Context: an optimization exercise on an open-source flow, tuned for small area and a short achievable clock period. The choices shown serve that exercise and are no tape-out recipe. In this exercise RTL edits were held to simulation tests only and were not proved equivalent to the original. Power and IR drop assume default switching activity.

### flow/run.sh
#!/bin/bash
# synth_recipe.tcl (not shown) runs the flow's synth.tcl, then flattens the netlist and writes it again
# the make line also repeats each setting of config.mk as NAME=value (left out here)
make -C /OpenROAD-flow-scripts/flow DESIGN_CONFIG=/design/flow/config.mk WORK_HOME=/design/flow/orfs CLKGATE_MAP_FILE= SYNTH_SCRIPT=/design/flow/synth_recipe.tcl finish
### flow/config.mk
export PLATFORM = sky130hd
export DESIGN_NAME = mem_bus_ctrl
export DESIGN_NICKNAME = mem_bus_ctrl
export VERILOG_FILES = /design/flow/design.v
export SDC_FILE = /design/flow/constraint.sdc
export NUM_CORES = 4
export LEC_CHECK = 0
export CAP_MARGIN = 20
export CORE_MARGIN = 2
export CORE_UTILIZATION = 55
export SETUP_SLACK_MARGIN = 2.2
export SLEW_MARGIN = 20
export SYNTH_HIERARCHICAL = 1
export SYNTH_MINIMUM_KEEP_SIZE = 0
### flow/constraint.sdc
create_clock -name core_clock -period 5.0 [get_ports {clk}]
set_input_delay 1.0000 -clock core_clock [delete_from_list [all_inputs] [get_ports {clk}]]
set_output_delay 1.0000 -clock core_clock [all_outputs]
set_load 0.01 [all_outputs]
### flow/design.v
package mem_bus_pkg;
    localparam logic [1:0] CMD_NONE  = 2'b00;
    localparam logic [1:0] CMD_READ  = 2'b01;
    localparam logic [1:0] CMD_WRITE = 2'b10;
    localparam logic [1:0] CMD_RSVD  = 2'b11;
    localparam logic [8:0] LED_ADDR_DEF = 9'h100;
    localparam logic [8:0] SW_ADDR_DEF  = 9'h140;
endpackage
module mbc_oai22 (
    input  logic a1,
    input  logic a2,
    input  logic b1,
    input  logic b2,
    output logic y
);
    assign y = ~((a1 | a2) & (b1 | b2));
endmodule
module mbc_nand4 (
    input  logic a,
    input  logic b,
    input  logic c,
    input  logic d,
    output logic y
);
    assign y = ~(a & b & c & d);
endmodule
module mbc_nor2 (
    input  logic a,
    input  logic b,
    output logic y
);
    assign y = ~(a | b);
endmodule
module mbc_rd_bit (
    input  logic [255:0] q,
    input  logic [255:0] sel_n,
    output logic         y
);
    logic [127:0] l1_n;   
    logic [63:0]  l2;     
    logic [15:0]  l3_n;   
    logic [7:0]   l4;     
    logic [1:0]   l5_n;   
    for (genvar i = 0; i < 128; i++) begin : g_l1
        mbc_oai22 u (.a1(q[2*i]), .a2(sel_n[2*i]), .b1(q[2*i+1]), .b2(sel_n[2*i+1]), .y(l1_n[i]));
    end
    for (genvar i = 0; i < 64; i++) begin : g_l2
        mbc_nor2 u (.a(l1_n[2*i]), .b(l1_n[2*i+1]), .y(l2[i]));
    end
    for (genvar i = 0; i < 16; i++) begin : g_l3
        mbc_nand4 u (.a(l2[4*i]), .b(l2[4*i+1]), .c(l2[4*i+2]), .d(l2[4*i+3]), .y(l3_n[i]));
    end
    for (genvar i = 0; i < 8; i++) begin : g_l4
        mbc_nor2 u (.a(l3_n[2*i]), .b(l3_n[2*i+1]), .y(l4[i]));
    end
    for (genvar i = 0; i < 2; i++) begin : g_l5
        mbc_nand4 u (.a(l4[4*i]), .b(l4[4*i+1]), .c(l4[4*i+2]), .d(l4[4*i+3]), .y(l5_n[i]));
    end
    assign y = ~(l5_n[0] | l5_n[1]);
endmodule
module mem_bus_ctrl (
    input  logic              clk,
    input  logic              reset,
    input  logic [1:0]        mem_cmd,
    input  logic [8:0]        mem_addr,
    input  logic [15:0]       write_data,
    output logic [15:0]       read_data,
    output logic              rd_valid,
    input  logic [7:0]        sw,
    output logic [7:0]        led,
    output logic              bus_err
);
    logic is_rd, is_wr, a_ram, a_led, a_sw, a_none;
    assign is_rd  = (mem_cmd == mem_bus_pkg::CMD_READ);
    assign is_wr  = (mem_cmd == mem_bus_pkg::CMD_WRITE);
    assign a_ram  = ~mem_addr[8];
    assign a_led  = (mem_addr == mem_bus_pkg::LED_ADDR_DEF);
    assign a_sw   = (mem_addr == mem_bus_pkg::SW_ADDR_DEF);
    assign a_none = mem_addr[8] && !a_led && !a_sw;
    logic phase_q;
    always_ff @(posedge clk) begin
        phase_q <= ~phase_q;
    end
    logic        wr_pend_q;
    logic [7:0]  wr_addr_q;
    logic [15:0] wr_data_q;
    always_ff @(posedge clk) begin
        wr_pend_q <= is_wr && a_ram;
        wr_addr_q <= mem_addr[7:0];
        wr_data_q <= write_data;
    end
    logic        rd_pend_q;
    logic        rd_ram_q;
    logic        rd_led_q;
    logic        rd_sw_q;
    logic [15:0] rd_hi_q;
    logic [15:0] rd_lo_q;
    always_ff @(posedge clk or posedge reset) begin
        if (reset) begin
            rd_pend_q <= 1'b0;
        end else begin
            rd_pend_q <= is_rd;
        end
    end
    always_ff @(posedge clk) begin
        rd_ram_q <= a_ram;
        rd_led_q <= a_led;
        rd_sw_q  <= a_sw;
        for (int i = 0; i < 16; i++) begin
            rd_hi_q[i] <= a_ram && (mem_addr[7:4] == 4'(i));
            rd_lo_q[i] <= (mem_addr[3:0] == 4'(i));
        end
    end
    logic [15:0]  wr_bits_n;
    logic [255:0] we, nwe, rd_sel_n;
    assign wr_bits_n = ~(wr_data_q ^ {16{~phase_q}});
    for (genvar w = 0; w < 256; w++) begin : g_word
        logic [15:0] nxt;
        logic [15:0] q;
        assign we[w]       = wr_pend_q && (wr_addr_q == 8'(w));
        assign nwe[w]      = ~we[w];
        assign rd_sel_n[w] = ~(rd_hi_q[w / 16] && rd_lo_q[w % 16]);
        for (genvar b = 0; b < 16; b++) begin : g_bit
            mbc_oai22 u_nxt (.a1(we[w]), .a2(q[b]), .b1(nwe[w]), .b2(wr_bits_n[b]),
                             .y(nxt[b]));
        end
        always_ff @(posedge clk) begin
            q <= nxt;
        end
    end
    logic [15:0] ram_raw;
    for (genvar b = 0; b < 16; b++) begin : g_rd
        logic [255:0] col;
        for (genvar w = 0; w < 256; w++) begin : g_col
            assign col[w] = g_word[w].q[b];
        end
        mbc_rd_bit u_rd (.q(col), .sel_n(rd_sel_n), .y(ram_raw[b]));
    end
    logic [15:0] read_data_q;
    logic        rd_valid_q;
    logic [7:0]  led_q;
    logic        bus_err_q;
    logic [7:0]  sw_meta_q;
    logic [7:0]  sw_sync_q;
    logic [15:0] read_data_d;
    logic        err_d;
    assign read_data_d = ((ram_raw ^ {16{phase_q}}) & {16{rd_ram_q}})
                       | {8'h00, led_q & {8{rd_led_q}}}
                       | {8'h00, sw_sync_q & {8{rd_sw_q}}};
    assign err_d = (mem_cmd == mem_bus_pkg::CMD_RSVD)
                 || (is_wr && (a_sw || a_none))
                 || (is_rd && a_none);
    always_ff @(posedge clk or posedge reset) begin
        if (reset) begin
            read_data_q <= 16'h0000;
            rd_valid_q  <= 1'b0;
            led_q       <= 8'h00;
            bus_err_q   <= 1'b0;
            sw_meta_q   <= 8'h00;
            sw_sync_q   <= 8'h00;
        end else begin
            sw_meta_q  <= sw;
            sw_sync_q  <= sw_meta_q;
            rd_valid_q <= rd_pend_q;
            if (rd_pend_q) begin
                read_data_q <= read_data_d;
            end
            if (is_wr && a_led) begin
                led_q <= write_data[7:0];
            end
            if (err_d) begin
                bus_err_q <= 1'b1;
            end
        end
    end
    assign read_data = read_data_q;
    assign rd_valid  = rd_valid_q;
    assign led       = led_q;
    assign bus_err   = bus_err_q;
endmodule
==> run notes <==
[synth_stat cells, types with 7 or more instances]
master    number  area, um^2
nor2_1      1481        5560
dfrtp_1       43        1080
nand3_1        9        45.0
buf_2         37         185
dfxtp_1     4157       83200
clkbuf_1     116         435
xnor2_1        8        70.1
nor2b_1        8        50.1
mux2_2         8        90.1
a21oi_1        7        35.0
nor3_1        14        70.1
nand2b_1      12        75.1
nand2_1      551        2070
xor2_1        24         210
nor4_1         7        43.8
inv_1         12        45.0
o22ai_1     6152       38500
nand4_1      289        1810
[cells by family after synthesis]
family / after synthesis
AO/OA/AOI/OAI: 6172
XOR/XNOR: 32
multiplexers: 8
buffers and inverters: 165
flip-flops: 4200
AND/OR/NAND/NOR: 2396
[worst reg2reg max path: stages, from the launching register on]
cell	delay, ps
dfxtp_4	390
buf_12	150
buf_12	170
nand2_8	120
o22ai_1	110
nor2_2	240
nand4_1	350
nor2_4	290
nand4_1	490
nor2_2	250
xor2_1	90
a222oi_1	280
a21oi_1	110
[power groups by stage]
stage | clock (mW) | combinational, mW | sequential, mW
floorplan | 0 | 1.13 | 35.3
global placement | 0 | 1.90 | 35.5
detailed placement | 0 | 1.96 | 35.5
CTS | 33.1 | 2.14 | 34.7
global route | 34.4 | 2.27 | 34.8
finish | 33.0 | 2.26 | 34.7
[state kept, by name (all words and copies together) (netlist names)]
register     count
sw_sync_q        8
read_data_q     16
wr_addr_q        8
led_q            8
wr_data_q       16
rd_led_q         1
rd_hi_q         16
rd_sw_q          1
bus_err_q        1
sw_meta_q        8
wr_pend_q        1
rd_ram_q         1
rd_valid_q       1
rd_lo_q         16
g_word.q      4096
rd_pend_q        1
phase_q          1
[cell type report]
class	instances	area [um^2]	share of cell area [%]
clock buffer	599	12300	7.43
sequential	4200	84500	51.0
antenna	41	103	0.0620
inverter	12	45.0	0.0272
multi-input combinational	8619	53700	32.4
tap	3202	4010	2.42
clock inverter	164	2220	1.34
timing repair buffer	867	8770	5.30
[modules after synthesis (local to each module, per instance)]
module | cells inside | flip-flops and latches | area, um^2 | copies in the design
mbc_rd_bit | 1 | 0 | 3.75 | 16
mem_bus_ctrl | 5373 | 4200 | 89300 | 1
mbc_nand4 | 1 | 0 | 6.26 | 288
mbc_oai22 | 1 | 0 | 6.26 | 6144
mbc_nor2 | 1 | 0 | 3.75 | 1152
[per-layer routing]
metal	vias to the layer above	GRT usage [%]
li1	55449	-
met5	-	0
met2	9761	62.7
met3	1999	12.9
met4	16	28.1
met1	64674	58.9
[worst paths after layout]
check                              from              to
min in group asynchronous         reset    sw_sync_q[3]
min reg2reg                sw_meta_q[2]    sw_sync_q[2]
max reg2reg                 rd_lo_q[13]  read_data_q[2]
max                         rd_lo_q[13]  read_data_q[2]
min                        sw_meta_q[2]    sw_sync_q[2]
max in group asynchronous         reset        led_q[3]
[repair_timing]
action / 4_1_cts / 5_1_grt
endpoints found under the setup margin: 3800 / 1559
pin swaps: 189 / 186
gates cloned: 9 / 2
endpoints found under the hold margin: 0 / 0
setup buffers: 248 / 97
resized for setup: 1007 / 184
==> results.json <==
{
  "status": "timing/DRC/antenna clean",
  "critPathCaptureType": "flop",
  "drt-pass1-iter-count": 8,
  "worstPathMaxFanout": 7,
  "seq_power_share_pct": 49.6,
  "internal-power_mw": 54.7,
  "ys_warn_count": 7,
  "yosysUniqueCellTypes": 38,
  "fin_hold_ws_ps": 348,
  "insertion_delay_ps": 1020,
  "period_share_pct": 64.1,
  "synth_mux_area_share_pct": 0.0673,
  "die_x_um": 497,
  "power.switching_mw": 15.4,
  "core_um2": 243000,
  "grt_max_degree": 139,
  "syn_nets": 13010,
  "placed_cells": 16543,
  "wirelength_met1_um": 219000,
  "ios": 63,
  "grt_pass1_wl_um": 823000,
  "slowest_stage": "nand4_1",
  "vdd_ir_drop_max_v": 0.000378,
  "final_common_cell": "o22ai_1",
  "path_buf_inv": 2,
  "leakagePower_nw": 63.2,
  "layoutNonFillerInstCount": 17704,
  "ys.flop_type": "dfxtp_1",
  "finalCoreUtilization_pct": 68.2,
  "drc": 0,
  "synthSimpleGateAreaFrac_pct": 7.44,
  "place_congestion": 0.978,
  "placed_area_um2": 143000,
  "cp_num_cells": 12,
  "synth-edff-count": 0,
  "die_h_um": 497,
  "drtAntennaViolNets": 0,
  "clockRootBuffer": "clkbuf_16",
  "dp_slack_ps": 1010,
  "grt_pass1_vias": 120078,
  "drv_cap": 0,
  "pwr-share-clk_pct": 47.2,
  "areaGrowthSynthToFinish_pct": 23.6,
  "vias": 131899,
  "wl_per_cell_um": 32.8,
  "synth.avg_cell_area_um2": 10.3,
  "cts_buffers": 425,
  "arrival_ps": 4040,
  "fin_nets": 14162,
  "synth_top_family_by_area": "compound AO/OA/AOI/OAI gates",
  "clock_skew_ps": 59.8,
  "path_cells": "buf_12 -> buf_12 -> nand2_8 -> o22ai_1 -> nor2_2 -> nand4_1 -> nor2_4 -> nand4_1 -> nor2_2 -> xor2_1 -> a222oi_1 -> a21oi_1",
  "max_freq_ghz": 0.312,
  "num-fill-cells": 18466,
  "antenna_found_initial": 36,
  "power.density_nw_per_um2": 423,
  "hold_class": "flop to flop",
  "cts_max_level": 5,
  "initial_core_util_pct": 55.2,
  "worstSetupStartpointType": "flop",
  "tns_ps": 0,
  "layout_common_cells": "o22ai_1, dfxtp_1, nor2_1, buf_4, clkbuf_16",
  "drive_gt1_share_pct": 15.2,
  "synth_area_um2": 134000,
  "ctsHoldBuffers": 0,
  "holdPathStages": 0,
  "design_area_um2": 166000,
  "dp_hpwl_um": 359000,
  "switching_share_pct": 22.0,
  "finalMaxSlewViolations": 0,
  "critPathTopFamily": "simple AND/OR/NAND/NOR gates",
  "io_buffer_count": 62,
  "synthAdderAreaFrac_pct": 0,
  "cts.clk_slew.worst_paths_ps": 60,
  "fp.dieArea_um2": 247000,
  "synth_async_sr_flop_share_pct": 1.02,
  "wirelength_um": 580000,
  "slew_headroom_pct": 14.3,
  "ys_ff_latch": 4200,
  "synth_compound_area_share_pct": 28.8,
  "grt_usage_pct": 44.2,
  "p_total_mw": 70.1,
  "tightest_slew_ps": 1290,
  "ys_seq_area_share_pct": 62.9,
  "rrSetupSlack_ps": 1790,
  "cts_tree": "done",
  "clockBufferDepth": 4,
  "cts_sinks": 4200,
  "p_comb_share_pct": 3.2,
  "route.met3.wl_um": 76300,
  "rsz0062_at_grt": "yes",
  "drtIter0Drc": 19875,
  "synth-xor-area-share_pct": 0.209,
  "worstPathRequired_ps": 5840,
  "maxUsedRoutingLayer": "met5",
  "syn_inst": 12973,
  "critPathKind": "flop to flop",
  "min_period_ps": 3210,
  "worst_path_largest_cell_delay_ps": 490,
  "hold_viol_final": 0,
  "setup_viol": 0,
  "overflow": 0,
  "r2r_cells": 12,
  "viasPerCell": 7.45,
  "rows": 181,
  "layout_setup_ws_ps": 1790,
  "wl_met2_um": 242000
}

-- re-timing with driven ports --
Ports are ideal in the flow. The routed layout listed here was re-timed in OpenROAD. Step 1 assumes that a clkbuf_16 drives the clock port and a buf_2 every other input. Step 2 also shifts input and output timing later by t, the mid clock arrival at the registers, as if the neighbouring blocks saw the same clock. Three values: ideal ports, drivers, drivers and shift; two values: the first two.
shift t [ns]: 1.084
setup slack, ns: 1.794 / 1.794 / 1.390
worst register clock-pin slew, ns: 0.07 / 0.07
After both steps setup and hold are still met in this run. For this run, drivers alone change the setup slack by 0.000 ns; drivers and shift together by -0.404 ns.
